Source: an optimization exercise on an open RTL-to-GDS flow (aim: small area, a short achievable clock period and few clock cycles). Production flows keep margins and buffers that such runs may drop.
In this exercise RTL edits were held to simulation tests only and were not proved equivalent to the original.
Power and IR drop assume default switching activity.

==> inputs of run P <==
==> flow/design.v <==
package frost_pkg;
   localparam int BLOCK_W = 512;
   localparam int DIGEST_W = 256;
   localparam int LEN_W = 16;
   localparam logic [DIGEST_W-1:0] SHA256_IV =
      256'h6a09e667bb67ae853c6ef372a54ff53a510e527f9b05688c1f83d9ab5be0cd19;
   typedef enum logic [1:0] {DATA = 2'd0, PAD = 2'd1, ZERO = 2'd2} fill_state_t;
endpackage
module sha256_block_builder
(
   input  logic                          clk,
   input  logic                          shift,
   input  logic                          shift_n,
   input  logic [7:0]                    data,
   input  logic                          load,
   input  logic                          load_n,
   output logic [frost_pkg::BLOCK_W-1:0] block
);
   logic [frost_pkg::BLOCK_W-1:0] fill;
   always_ff @(posedge clk)
      fill <= ({fill[frost_pkg::BLOCK_W-9:0], data} & {frost_pkg::BLOCK_W{shift}})
            | (fill & {frost_pkg::BLOCK_W{shift_n}});
   always_ff @(posedge clk)
      block <= (fill & {frost_pkg::BLOCK_W{load}}) | (block & {frost_pkg::BLOCK_W{load_n}});
endmodule
module sha256_msg_feeder
#(
   parameter logic [frost_pkg::DIGEST_W-1:0] IV = frost_pkg::SHA256_IV
)
(
   input  logic                clk,
   input  logic                rst,
   input  logic [7:0]          s_data,
   input  logic                s_valid,
   input  logic                s_last,
   output logic                s_ready,
   output logic                core_start,
   output logic [frost_pkg::BLOCK_W-1:0]  core_block,
   output logic [frost_pkg::DIGEST_W-1:0] core_hash_in,
   input  logic [frost_pkg::DIGEST_W-1:0] core_hash_out,
   input  logic                core_done,
   output logic [frost_pkg::DIGEST_W-1:0] digest,
   output logic                digest_valid,
   output logic                busy
);
   frost_pkg::fill_state_t fst, fst_n;
   logic [6:0] fcnt;                        
   logic [frost_pkg::LEN_W-1:0] len;        
   logic fresh;                             
   logic len_here;                          
   logic f_first, f_last;                   
   logic c_last;                            
   logic rdy_r, start_r, inflight, dv_r, busy_r;
   logic [1:0] ocnt;                        
   logic [frost_pkg::DIGEST_W-1:0] chain;
   logic [7:0] fb;
   logic acc, shift, xfer, done, dv_n, end_msg, ld_iv;
   logic shift_n, xfer_n, nfull_r, ndata_r, xa_n, xb_n, full_nx, inflight_nx, f_first_nx;
   logic hold_c, ninfl_r, xc_n;
   logic [1:0] ocnt_n;
   logic [5:0] pos;
   assign s_ready = rdy_r && !rst;
   assign core_start = start_r && !rst;
   assign busy = busy_r && !rst;
   assign digest_valid = dv_r;
   assign digest = chain;
   assign core_hash_in = chain;
   assign pos = fcnt[5:0];
   assign acc = s_valid && rdy_r;
   assign done = core_done && inflight;
   assign shift = nfull_r && (ndata_r || s_valid);
   assign shift_n = fcnt[6] || (fst == frost_pkg::DATA && !s_valid);
   assign xfer = fcnt[6] && !start_r && (!inflight || (core_done && !f_first));
   assign xfer_n = xa_n && (xb_n || !core_done);
   assign hold_c = (ninfl_r || !core_done) && xc_n;
   assign full_nx = !xfer && (fcnt[6] || (shift && fcnt[5:0] == 6'd63));
   assign inflight_nx = start_r || (inflight && !done);
   assign f_first_nx = (shift && pos == 6'd0) ? fst == frost_pkg::DATA && fresh : f_first;
   assign ld_iv = xfer && f_first;
   assign end_msg = shift && fst == frost_pkg::ZERO && len_here && pos == 6'd63;
   assign dv_n = done && c_last;
   always_comb begin
      fb = 8'h00;
      case (fst)
         frost_pkg::DATA: fb = s_data;
         frost_pkg::PAD:  fb = 8'h80;
         default:
            if (len_here)
               case (pos)
                  6'd61: fb = {5'b0, len[15:13]};
                  6'd62: fb = len[12:5];
                  6'd63: fb = {len[4:0], 3'b000};
                  default: fb = 8'h00;
               endcase
      endcase
   end
   always_comb begin
      fst_n = fst;
      case (fst)
         frost_pkg::DATA: if (acc && s_last) fst_n = frost_pkg::PAD;
         frost_pkg::PAD:  if (shift) fst_n = frost_pkg::ZERO;
         default:         if (end_msg) fst_n = frost_pkg::DATA;
      endcase
   end
   assign ocnt_n = ocnt + {1'b0, acc && fresh} - {1'b0, dv_r};
   sha256_block_builder u_builder (
      .clk(clk),
      .shift(shift),
      .shift_n(shift_n),
      .data(fb),
      .load(xfer),
      .load_n(xfer_n),
      .block(core_block)
   );
   always_ff @(posedge clk)
      if (rst) begin
         fst <= frost_pkg::DATA;
         fcnt <= '0;
         len <= '0;
         fresh <= 1'b1;
         len_here <= 1'b0;
         rdy_r <= 1'b1;
         start_r <= 1'b0;
         inflight <= 1'b0;
         dv_r <= 1'b0;
         ocnt <= '0;
         busy_r <= 1'b0;
         nfull_r <= 1'b1;
         ndata_r <= 1'b0;
         xa_n <= 1'b1;
         xb_n <= 1'b1;
         ninfl_r <= 1'b1;
         xc_n <= 1'b1;
      end else begin
         ninfl_r <= !inflight_nx;
         xc_n <= !(full_nx && !xfer && !inflight_nx && f_first_nx);
         nfull_r <= !full_nx;
         ndata_r <= fst_n != frost_pkg::DATA;
         xa_n <= !(full_nx && !xfer && !inflight_nx);
         xb_n <= !(full_nx && !xfer && inflight_nx && !f_first_nx);
         fst <= fst_n;
         if (xfer) fcnt <= '0;
         else if (shift) fcnt <= fcnt + 7'd1;
         if (acc) begin
            len <= len + 1'b1;
            fresh <= 1'b0;
         end
         if (end_msg) begin
            len <= '0;
            fresh <= 1'b1;
         end
         if (fst == frost_pkg::PAD && shift) len_here <= pos < 6'd56 || pos == 6'd63;
         else if (shift && pos == 6'd63) len_here <= 1'b1;
         rdy_r <= fst_n == frost_pkg::DATA && !(xfer ? 1'b0 : (shift ? fcnt == 7'd63 : fcnt[6]));
         start_r <= xfer;
         inflight <= inflight_nx;
         dv_r <= dv_n;
         ocnt <= ocnt_n;
         busy_r <= ocnt_n != {1'b0, dv_n};
      end
   always_ff @(posedge clk) begin
      f_first <= f_first_nx;
      if (shift && pos == 6'd63) f_last <= fst == frost_pkg::ZERO && len_here;
      if (xfer) c_last <= f_last;
      chain <= (core_hash_out & {frost_pkg::DIGEST_W{done}})
             | (IV & {frost_pkg::DIGEST_W{ld_iv}})
             | (chain & {frost_pkg::DIGEST_W{hold_c}});
   end
endmodule
==> flow/flow/run.sh <==
#!/bin/bash
# The standard ORFS layout (the standard.sh, synthesis unchanged) with these changes:
#  - port buffers are buf_1 instead of the delay cell buffer_ports picks by default;
#  - pins may sit one routing track apart, so the die can be smaller than 1299 pins would
#    otherwise allow (die and core areas are in config.mk); rst and the three outputs it
#    gates (s_ready, core_start, busy) are kept together on the die edge;
#  - before resizing, near_pins.tcl moves the cells of those rst-gated output paths next to
#    their pins (detailed placement legalizes them);
#  - the clock tree is built from clkbuf_16 with sink clusters of at most 25 and no dummy loads.
# Every tool's output goes to standard.log in the work folder; ORFS's own per-step logs stay
# under orfs/logs/.
set -euo pipefail
cd "$(dirname "$0")/.."
export BUFFER_PORTS_ARGS="-buffer_cell sky130_fd_sc_hd__buf_1"
export PLACE_PINS_ARGS="-min_distance 1 -min_distance_in_tracks -group_pins {rst s_ready core_start busy}"
export PRE_RESIZE_TCL="$PWD/flow/near_pins.tcl"
export CTS_ARGS="-sink_clustering_enable -repair_clock_nets -dont_use_dummy_load -buf_list sky130_fd_sc_hd__clkbuf_16 -sink_clustering_size 25 -sink_clustering_max_diameter 70"
bash standard.sh > standard.log 2>&1
==> flow/flow/near_pins.tcl <==
# Pre-resize hook: the outputs gated by rst (s_ready, core_start, busy) each come from a flip-flop
# through one gate and the port buffer. Global placement leaves that chain next to the control
# logic, far from the pins; move each chain (port buffer, gate, flip-flop) and the rst port
# buffer next to their pins. Detailed placement legalizes them afterwards.
set block [ord::get_db_block]
set core [$block getCoreArea]

proc nf_driver {net} {
  if {$net eq "NULL"} { return "NULL" }
  foreach it [$net getITerms] {
    if {[$it isOutputSignal]} { return [$it getInst] }
  }
  return "NULL"
}

proc nf_inputs {inst} {
  set nets {}
  foreach it [$inst getITerms] {
    if {[$it isInputSignal] && [$it getNet] ne "NULL"} {
      set n [$it getNet]
      if {[$n getSigType] eq "SIGNAL"} { lappend nets $n }
    }
  }
  return $nets
}

# a point just inside the core next to a pin
proc nf_target {bterm core} {
  set bb [$bterm getBBox]
  set x [expr {([$bb xMin] + [$bb xMax]) / 2}]
  set y [expr {([$bb yMin] + [$bb yMax]) / 2}]
  set in 4000
  set x [expr {max([$core xMin] + $in, min([$core xMax] - $in, $x))}]
  set y [expr {max([$core yMin] + $in, min([$core yMax] - $in, $y))}]
  return [list $x $y]
}

proc nf_move {inst xy} {
  if {$inst eq "NULL"} { return }
  if {[[$inst getMaster] getType] ne "CORE"} { return }
  $inst setLocation [lindex $xy 0] [lindex $xy 1]
  $inst setPlacementStatus PLACED
  puts "near_pins: moved [$inst getName] ([[$inst getMaster] getName]) to $xy"
}

foreach p {s_ready core_start busy} {
  set bt [$block findBTerm $p]
  if {$bt eq "NULL"} { continue }
  set xy [nf_target $bt $core]
  set obuf [nf_driver [$bt getNet]]
  if {$obuf eq "NULL"} { continue }
  nf_move $obuf $xy
  foreach n [nf_inputs $obuf] {
    set g [nf_driver $n]
    if {$g eq "NULL"} { continue }
    nf_move $g $xy
    foreach n2 [nf_inputs $g] {
      set d [nf_driver $n2]
      if {$d ne "NULL" && [[$d getMaster] isSequential]} { nf_move $d $xy }
    }
  }
}

set bt [$block findBTerm rst]
if {$bt ne "NULL"} {
  set xy [nf_target $bt $core]
  foreach it [[$bt getNet] getITerms] { nf_move [$it getInst] $xy }
}
==> flow/standard.sh <==
#!/bin/bash
# synth_recipe.tcl (not shown) runs the flow's synth.tcl, then flattens the netlist and writes it again
# the make line also repeats each setting of config.mk as NAME=value (left out here)
make -C /OpenROAD-flow-scripts/flow DESIGN_CONFIG=/design/flow/config.mk WORK_HOME=/design/flow/orfs CLKGATE_MAP_FILE= SYNTH_SCRIPT=/design/flow/synth_recipe.tcl "${@:-finish}"
==> flow/config.mk <==
export PLATFORM = sky130hd
export DESIGN_NAME = sha256_msg_feeder
export DESIGN_NICKNAME = sha256_msg_feeder
export VERILOG_FILES = /design/flow/design.v
export SDC_FILE = /design/flow/constraint.sdc
export NUM_CORES = 4
export LEC_CHECK = 0
export CAP_MARGIN = 20
export CORE_AREA = 8 8 288 288
export DIE_AREA = 0 0 296 296
export SETUP_SLACK_MARGIN = 2.7
export SLEW_MARGIN = 20
==> flow/constraint.sdc <==
create_clock -name core_clock -period 5.0 [get_ports {clk}]
set_input_delay 1.0000 -clock core_clock [delete_from_list [all_inputs] [get_ports {clk}]]
set_output_delay 1.0000 -clock core_clock [all_outputs]
set_load 0.01 [all_outputs]
==> run R: changes against run P <==
==> flow/design.v, changed modules only <==
module sha256_msg_feeder
#(
   parameter logic [frost_pkg::DIGEST_W-1:0] IV = frost_pkg::SHA256_IV
)
(
   input  logic                clk,
   input  logic                rst,
   input  logic [7:0]          s_data,
   input  logic                s_valid,
   input  logic                s_last,
   output logic                s_ready,
   output logic                core_start,
   output logic [frost_pkg::BLOCK_W-1:0]  core_block,
   output logic [frost_pkg::DIGEST_W-1:0] core_hash_in,
   input  logic [frost_pkg::DIGEST_W-1:0] core_hash_out,
   input  logic                core_done,
   output logic [frost_pkg::DIGEST_W-1:0] digest,
   output logic                digest_valid,
   output logic                busy
);
   frost_pkg::fill_state_t fst, fst_n;
   logic [6:0] fcnt;                        
   logic [frost_pkg::LEN_W-1:0] len;        
   logic fresh;                             
   logic len_here;                          
   logic f_first, f_last;                   
   logic c_last;                            
   logic rdy_r, start_r, inflight, dv_r, busy_r;
   logic [1:0] ocnt;                        
   logic [frost_pkg::DIGEST_W-1:0] chain;
   logic [7:0] fb;
   logic acc, shift, xfer, done, dv_n, end_msg;
   logic shift_n, xfer_n, nfull_r, ndata_r, xa_n, xb_n, full_nx, inflight_nx, f_first_nx;
   logic hold_c, ninfl_r, xc_n;
   logic rdy_n, nstart;                     
   logic [1:0] ocnt_n;
   logic [5:0] pos;
   assign s_ready = rdy_r && !rst;
   assign core_start = start_r && !rst;
   assign busy = busy_r && !rst;
   assign digest_valid = dv_r;
   assign digest = chain;
   assign core_hash_in = chain;
   assign pos = fcnt[5:0];
   assign acc = s_valid && !rdy_n;
   assign done = core_done && inflight;
   assign shift = nfull_r && (ndata_r || s_valid);
   assign shift_n = fcnt[6] || (fst == frost_pkg::DATA && !s_valid);
   assign xfer = fcnt[6] && nstart && (!inflight || (core_done && !f_first));
   assign xfer_n = xa_n && (xb_n || !core_done);
   assign hold_c = (ninfl_r || !core_done) && xc_n;
   assign full_nx = !xfer && (fcnt[6] || (shift && fcnt[5:0] == 6'd63));
   assign inflight_nx = !nstart || (inflight && !done);
   assign f_first_nx = (shift && pos == 6'd0) ? fst == frost_pkg::DATA && fresh : f_first;
   assign end_msg = shift && fst == frost_pkg::ZERO && len_here && pos == 6'd63;
   assign dv_n = done && c_last;
   always_comb begin
      fb = 8'h00;
      case (fst)
         frost_pkg::DATA: fb = s_data;
         frost_pkg::PAD:  fb = 8'h80;
         default:
            if (len_here)
               case (pos)
                  6'd61: fb = {5'b0, len[15:13]};
                  6'd62: fb = len[12:5];
                  6'd63: fb = {len[4:0], 3'b000};
                  default: fb = 8'h00;
               endcase
      endcase
   end
   always_comb begin
      fst_n = fst;
      case (fst)
         frost_pkg::DATA: if (acc && s_last) fst_n = frost_pkg::PAD;
         frost_pkg::PAD:  if (shift) fst_n = frost_pkg::ZERO;
         default:         if (end_msg) fst_n = frost_pkg::DATA;
      endcase
   end
   assign ocnt_n = ocnt + {1'b0, acc && fresh} - {1'b0, dv_r};
   sha256_block_builder u_builder (
      .clk(clk),
      .shift(shift),
      .shift_n(shift_n),
      .data(fb),
      .load(xfer),
      .load_n(xfer_n),
      .block(core_block)
   );
   always_ff @(posedge clk)
      if (rst) begin
         fst <= frost_pkg::DATA;
         fcnt <= '0;
         len <= '0;
         fresh <= 1'b1;
         len_here <= 1'b0;
         rdy_r <= 1'b1;
         rdy_n <= 1'b0;
         start_r <= 1'b0;
         nstart <= 1'b1;
         inflight <= 1'b0;
         dv_r <= 1'b0;
         ocnt <= '0;
         busy_r <= 1'b0;
         nfull_r <= 1'b1;
         ndata_r <= 1'b0;
         xa_n <= 1'b1;
         xb_n <= 1'b1;
         ninfl_r <= 1'b1;
         xc_n <= 1'b1;
      end else begin
         ninfl_r <= !inflight_nx;
         xc_n <= !(full_nx && !xfer && !inflight_nx && f_first_nx);
         nfull_r <= !full_nx;
         ndata_r <= fst_n != frost_pkg::DATA;
         xa_n <= !(full_nx && !xfer && !inflight_nx);
         xb_n <= !(full_nx && !xfer && inflight_nx && !f_first_nx);
         fst <= fst_n;
         if (xfer) fcnt <= '0;
         else if (shift) fcnt <= fcnt + 7'd1;
         if (acc) begin
            len <= len + 1'b1;
            fresh <= 1'b0;
         end
         if (end_msg) begin
            len <= '0;
            fresh <= 1'b1;
         end
         if (fst == frost_pkg::PAD && shift) len_here <= pos < 6'd56 || pos == 6'd63;
         else if (shift && pos == 6'd63) len_here <= 1'b1;
         rdy_r <= fst_n == frost_pkg::DATA && !(xfer ? 1'b0 : (shift ? fcnt == 7'd63 : fcnt[6]));
         rdy_n <= !(fst_n == frost_pkg::DATA && !(xfer ? 1'b0 : (shift ? fcnt == 7'd63 : fcnt[6])));
         start_r <= xfer;
         nstart <= !xfer;
         inflight <= inflight_nx;
         dv_r <= dv_n;
         ocnt <= ocnt_n;
         busy_r <= ocnt_n != {1'b0, dv_n};
      end
   always_ff @(posedge clk) begin
      f_first <= f_first_nx;
      if (shift && pos == 6'd63) f_last <= fst == frost_pkg::ZERO && len_here;
      if (xfer) c_last <= f_last;
      chain <= (IV & (core_hash_out | {frost_pkg::DIGEST_W{!done}})
                   & (chain | {frost_pkg::DIGEST_W{!hold_c}}))
             | (~IV & ((core_hash_out & {frost_pkg::DIGEST_W{done}})
                     | (chain & {frost_pkg::DIGEST_W{hold_c}})));
   end
endmodule
--- a/flow/flow/run.sh
+++ b/flow/flow/run.sh
@@ -5,5 +5,6 @@
 #    otherwise allow (die and core areas are in config.mk); rst and the three outputs it
-#    gates (s_ready, core_start, busy) are kept together on the die edge;
+#    gates (s_ready, core_start, busy) are kept together on the die edge, and so are
+#    core_hash_out[i], digest[i] and core_hash_in[i] for each i (all three meet at chain[i]);
 #  - before resizing, near_pins.tcl moves the cells of those rst-gated output paths next to
-#    their pins (detailed placement legalizes them);
+#    their pins and sizes them up (detailed placement legalizes them);
 #  - the clock tree is built from clkbuf_16 with sink clusters of at most 25 and no dummy loads.
@@ -14,3 +15,5 @@
 export BUFFER_PORTS_ARGS="-buffer_cell sky130_fd_sc_hd__buf_1"
-export PLACE_PINS_ARGS="-min_distance 1 -min_distance_in_tracks -group_pins {rst s_ready core_start busy}"
+G="-group_pins {rst s_ready core_start busy}"
+for i in $(seq 0 255); do G="$G -group_pins {core_hash_out[$i] digest[$i] core_hash_in[$i]}"; done
+export PLACE_PINS_ARGS="-min_distance 1 -min_distance_in_tracks $G"
 export PRE_RESIZE_TCL="$PWD/flow/near_pins.tcl"
--- a/flow/flow/near_pins.tcl
+++ b/flow/flow/near_pins.tcl
@@ -68 +68,26 @@
 }
+
+# size the cells of the rst-gated output paths as timing repair would for a tight target
+proc nf_swap {inst cell} {
+  if {$inst eq "NULL"} { return }
+  set m [[ord::get_db] findMaster $cell]
+  if {$m eq "NULL"} { return }
+  $inst swapMaster $m
+  puts "near_pins: [$inst getName] is now $cell"
+}
+foreach p {s_ready core_start busy} {
+  set bt [$block findBTerm $p]
+  if {$bt eq "NULL"} { continue }
+  set obuf [nf_driver [$bt getNet]]
+  if {$obuf eq "NULL"} { continue }
+  nf_swap $obuf sky130_fd_sc_hd__buf_6
+  foreach n [nf_inputs $obuf] {
+    set g [nf_driver $n]
+    if {$g ne "NULL" && [[$g getMaster] getName] eq "sky130_fd_sc_hd__nor2b_1"} { nf_swap $g sky130_fd_sc_hd__nor2b_4 }
+    if {$g ne "NULL" && [[$g getMaster] getName] eq "sky130_fd_sc_hd__nor2b_2"} { nf_swap $g sky130_fd_sc_hd__nor2b_4 }
+  }
+}
+set bt [$block findBTerm rst]
+if {$bt ne "NULL"} {
+  foreach it [[$bt getNet] getITerms] { nf_swap [$it getInst] sky130_fd_sc_hd__buf_12 }
+}
--- a/flow/config.mk
+++ b/flow/config.mk
@@ -8,4 +8,4 @@
 export CAP_MARGIN = 20
-export CORE_AREA = 8 8 288 288
-export DIE_AREA = 0 0 296 296
+export CORE_AREA = 8 8 276 276
+export DIE_AREA = 0 0 284 284
 export SETUP_SLACK_MARGIN = 2.7
==> run Z: changes against run P <==
==> flow/design.v, changed modules only <==
module sha256_block_builder
(
   input  logic                          clk,
   input  logic                          shift,
   input  logic [7:0]                    data,
   input  logic                          load,
   output logic [frost_pkg::BLOCK_W-1:0] block
);
   logic [frost_pkg::BLOCK_W-1:0] fill;
   always_ff @(posedge clk)
      if (shift) fill <= {fill[frost_pkg::BLOCK_W-9:0], data};
   always_ff @(posedge clk)
      if (load) block <= fill;
endmodule
module sha256_msg_feeder
#(
   parameter logic [frost_pkg::DIGEST_W-1:0] IV = frost_pkg::SHA256_IV
)
(
   input  logic                clk,
   input  logic                rst,
   input  logic [7:0]          s_data,
   input  logic                s_valid,
   input  logic                s_last,
   output logic                s_ready,
   output logic                core_start,
   output logic [frost_pkg::BLOCK_W-1:0]  core_block,
   output logic [frost_pkg::DIGEST_W-1:0] core_hash_in,
   input  logic [frost_pkg::DIGEST_W-1:0] core_hash_out,
   input  logic                core_done,
   output logic [frost_pkg::DIGEST_W-1:0] digest,
   output logic                digest_valid,
   output logic                busy
);
   frost_pkg::fill_state_t fst, fst_n;
   logic [6:0] fcnt;                        
   logic [frost_pkg::LEN_W-1:0] len;        
   logic fresh;                             
   logic len_here;                          
   logic f_first, f_last;                   
   logic c_last;                            
   logic rdy_r, start_r, inflight, dv_r, busy_r;
   logic [1:0] ocnt;                        
   logic [frost_pkg::DIGEST_W-1:0] chain;
   logic [7:0] fb;
   logic acc, shift, xfer, done, dv_n, end_msg;
   logic [1:0] ocnt_n;
   logic [5:0] pos;
   assign s_ready = rdy_r && !rst;
   assign core_start = start_r && !rst;
   assign busy = busy_r && !rst;
   assign digest_valid = dv_r;
   assign digest = chain;
   assign core_hash_in = chain;
   assign pos = fcnt[5:0];
   assign acc = s_valid && rdy_r;
   assign shift = !fcnt[6] && (fst != frost_pkg::DATA || s_valid);
   assign done = core_done && inflight;
   assign xfer = fcnt[6] && !start_r && (inflight ? done && !f_first : 1'b1);
   assign end_msg = shift && fst == frost_pkg::ZERO && len_here && pos == 6'd63;
   assign dv_n = done && c_last;
   always_comb begin
      fb = 8'h00;
      case (fst)
         frost_pkg::DATA: fb = s_data;
         frost_pkg::PAD:  fb = 8'h80;
         default:
            if (len_here)
               case (pos)
                  6'd61: fb = {5'b0, len[15:13]};
                  6'd62: fb = len[12:5];
                  6'd63: fb = {len[4:0], 3'b000};
                  default: fb = 8'h00;
               endcase
      endcase
   end
   always_comb begin
      fst_n = fst;
      case (fst)
         frost_pkg::DATA: if (acc && s_last) fst_n = frost_pkg::PAD;
         frost_pkg::PAD:  if (shift) fst_n = frost_pkg::ZERO;
         default:         if (end_msg) fst_n = frost_pkg::DATA;
      endcase
   end
   assign ocnt_n = ocnt + {1'b0, acc && fresh} - {1'b0, dv_r};
   sha256_block_builder u_builder (
      .clk(clk),
      .shift(shift),
      .data(fb),
      .load(xfer),
      .block(core_block)
   );
   always_ff @(posedge clk)
      if (rst) begin
         fst <= frost_pkg::DATA;
         fcnt <= '0;
         len <= '0;
         fresh <= 1'b1;
         len_here <= 1'b0;
         rdy_r <= 1'b1;
         start_r <= 1'b0;
         inflight <= 1'b0;
         dv_r <= 1'b0;
         ocnt <= '0;
         busy_r <= 1'b0;
      end else begin
         fst <= fst_n;
         if (xfer) fcnt <= '0;
         else if (shift) fcnt <= fcnt + 7'd1;
         if (acc) begin
            len <= len + 1'b1;
            fresh <= 1'b0;
         end
         if (end_msg) begin
            len <= '0;
            fresh <= 1'b1;
         end
         if (fst == frost_pkg::PAD && shift) len_here <= pos < 6'd56 || pos == 6'd63;
         else if (shift && pos == 6'd63) len_here <= 1'b1;
         rdy_r <= fst_n == frost_pkg::DATA && !(xfer ? 1'b0 : (shift ? fcnt == 7'd63 : fcnt[6]));
         start_r <= xfer;
         if (start_r) inflight <= 1'b1;
         else if (done) inflight <= 1'b0;
         dv_r <= dv_n;
         ocnt <= ocnt_n;
         busy_r <= ocnt_n != {1'b0, dv_n};
      end
   always_ff @(posedge clk) begin
      if (shift && pos == 6'd0) f_first <= fst == frost_pkg::DATA && fresh;
      if (shift && pos == 6'd63) f_last <= fst == frost_pkg::ZERO && len_here;
      if (xfer) c_last <= f_last;
      if (done) chain <= core_hash_out;
      else if (xfer && f_first) chain <= IV;
   end
endmodule
==> flow/flow/run.sh (replaced) <==
#!/bin/bash
# The standard ORFS layout (the standard.sh, synthesis unchanged) with three changes:
#  - port buffers are buf_1 instead of the delay cell buffer_ports picks by default;
#  - pins may sit one routing track apart, so the die can be smaller than 1299 pins would
#    otherwise allow (die and core areas are in config.mk);
#  - the clock tree is built from clkbuf_16 with sink clusters of at most 25 and no dummy loads.
# Every tool's output goes to standard.log in the work folder; ORFS's own per-step logs stay
# under orfs/logs/.
set -euo pipefail
cd "$(dirname "$0")/.."
export BUFFER_PORTS_ARGS="-buffer_cell sky130_fd_sc_hd__buf_1"
export PLACE_PINS_ARGS="-min_distance 1 -min_distance_in_tracks"
export CTS_ARGS="-sink_clustering_enable -repair_clock_nets -dont_use_dummy_load -buf_list sky130_fd_sc_hd__clkbuf_16 -sink_clustering_size 25 -sink_clustering_max_diameter 70"
bash standard.sh > standard.log 2>&1
removed: flow/flow/near_pins.tcl
==> run B: changes against run P <==
--- a/flow/flow/run.sh
+++ b/flow/flow/run.sh
@@ -5,3 +5,4 @@
 #    otherwise allow (die and core areas are in config.mk); rst and the three outputs it
-#    gates (s_ready, core_start, busy) are kept together on the die edge;
+#    gates (s_ready, core_start, busy) are kept together on the die edge, and so are
+#    core_hash_out[i], digest[i] and core_hash_in[i] for each i (all three meet at chain[i]);
 #  - before resizing, near_pins.tcl moves the cells of those rst-gated output paths next to
@@ -14,3 +15,5 @@
 export BUFFER_PORTS_ARGS="-buffer_cell sky130_fd_sc_hd__buf_1"
-export PLACE_PINS_ARGS="-min_distance 1 -min_distance_in_tracks -group_pins {rst s_ready core_start busy}"
+G="-group_pins {rst s_ready core_start busy}"
+for i in $(seq 0 255); do G="$G -group_pins {core_hash_out[$i] digest[$i] core_hash_in[$i]}"; done
+export PLACE_PINS_ARGS="-min_distance 1 -min_distance_in_tracks $G"
 export PRE_RESIZE_TCL="$PWD/flow/near_pins.tcl"
==> run summary <==
metric	run P	run Z	run R	run B
Status	finished clean	finished clean	finished clean	finished clean
F_max	0.403 GHz	0.419 GHz	0.430 GHz	0.424 GHz
Element type at the critical path start	flop	flop	primary input	primary input
Number of vias after detailed routing	32,300	23,700	30,600	30,900
Horiz. Die Dim	296 microns	296 microns	284 microns	296 microns
Layout Skew	0.0536 ns	0.0601 ns	0.0251 ns	0.0404 ns
Number of iterations in the first detailed-routing pass	8	9	5	7
Internal power	14.1 mW	15.2 mW	14.8 mW	14.1 mW
Post-synthesis to final-layout area growth	14.8%	16.2%	12.5%	13.0%
Power per cell area	387 mW/mm^2	368 mW/mm^2	416 mW/mm^2	388 mW/mm^2
Part of the total power dissipated in combinational logic	7.6%	1.8%	9.6%	7.0%
Period utilization	49.6%	47.8%	46.6%	47.1%
Crit path kind	reg2out	reg2out	in2out	in2out
Comb pwr	1.42 mW	0.334 mW	1.90 mW	1.29 mW
Sequential cell area	0.0267 sq mm	0.0392 sq mm	0.0266 sq mm	0.0266 sq mm
Compound-gate portion of the synthesized area	27.6%	0.591%	27.2%	27.6%
Number of gates on the worst path with buffers counted	1	1	3	3
Worst setup endpoint	digest[226]	digest[64]	core_start	busy
Wire length reported by the detailed router	163,000 microns	138,000 microns	130,000 microns	137,000 microns
Multi-input logic portion of the cell area	25.8%	5.39%	26.1%	26.3%
Final core occ	62.4%	65.9%	66.3%	61.4%
Global-route wire length before repair	224,000 microns	182,000 microns	190,000 microns	189,000 microns
Fraction of met3 tracks used by global routing	16.8%	18.4%	12.2%	9.18%
Depth of the most critical reg-to-reg path	3	4	3	3
Maximum number of pins on one net before global-route repair	155	137	197	213
Testbench counts of run P, summed over its fixed seeds: cycles 63,007.
Testbench counts of run R, summed over its fixed seeds: cycles 63,007.
Testbench counts of run Z, summed over its fixed seeds: cycles 63,007.
Testbench counts of run B, summed over its fixed seeds: cycles 63,007.

-- what the ideal ports hide --
No port has a modelled driver above. Below, the same layouts with a new extraction and two added sets of constraints. Step 1, drivers: a clkbuf_16 drives clk and a buf_2 each remaining input, both assumed. Step 2 times the ports against the registers' clock, not the clock port: input delays grow and output delays shrink by t, the midpoint of the rising clock arrivals with the driver on. Slacks: ideal / step 1 / step 2; pairs: ideal / step 1.
run | shift t [ns] | slack for setup (ns) | hold WS [ns] | slew at the worst register clock pin (ns) | pins driven straight from the clock port
run P | 0.723 | 2.520 / 2.449 / 2.058 | 0.436 / 0.436 / 0.436 | 0.11 / 0.11 | 1
run R | 0.704 | 2.672 / 2.605 / 1.979 | 0.432 / 0.432 / 0.432 | 0.10 / 0.10 | 1
run Z | 0.654 | 2.612 / 2.545 / 2.072 | 0.420 / 0.420 / 0.420 | 0.10 / 0.10 | 1
run B | 0.707 | 2.643 / 2.570 / 1.952 | 0.462 / 0.462 / 0.462 | 0.10 / 0.10 | 1
After both steps every run listed still meets setup and hold. For run R, which loses most, drivers alone change the setup slack by -0.067 ns; drivers and shift together by -0.693 ns.
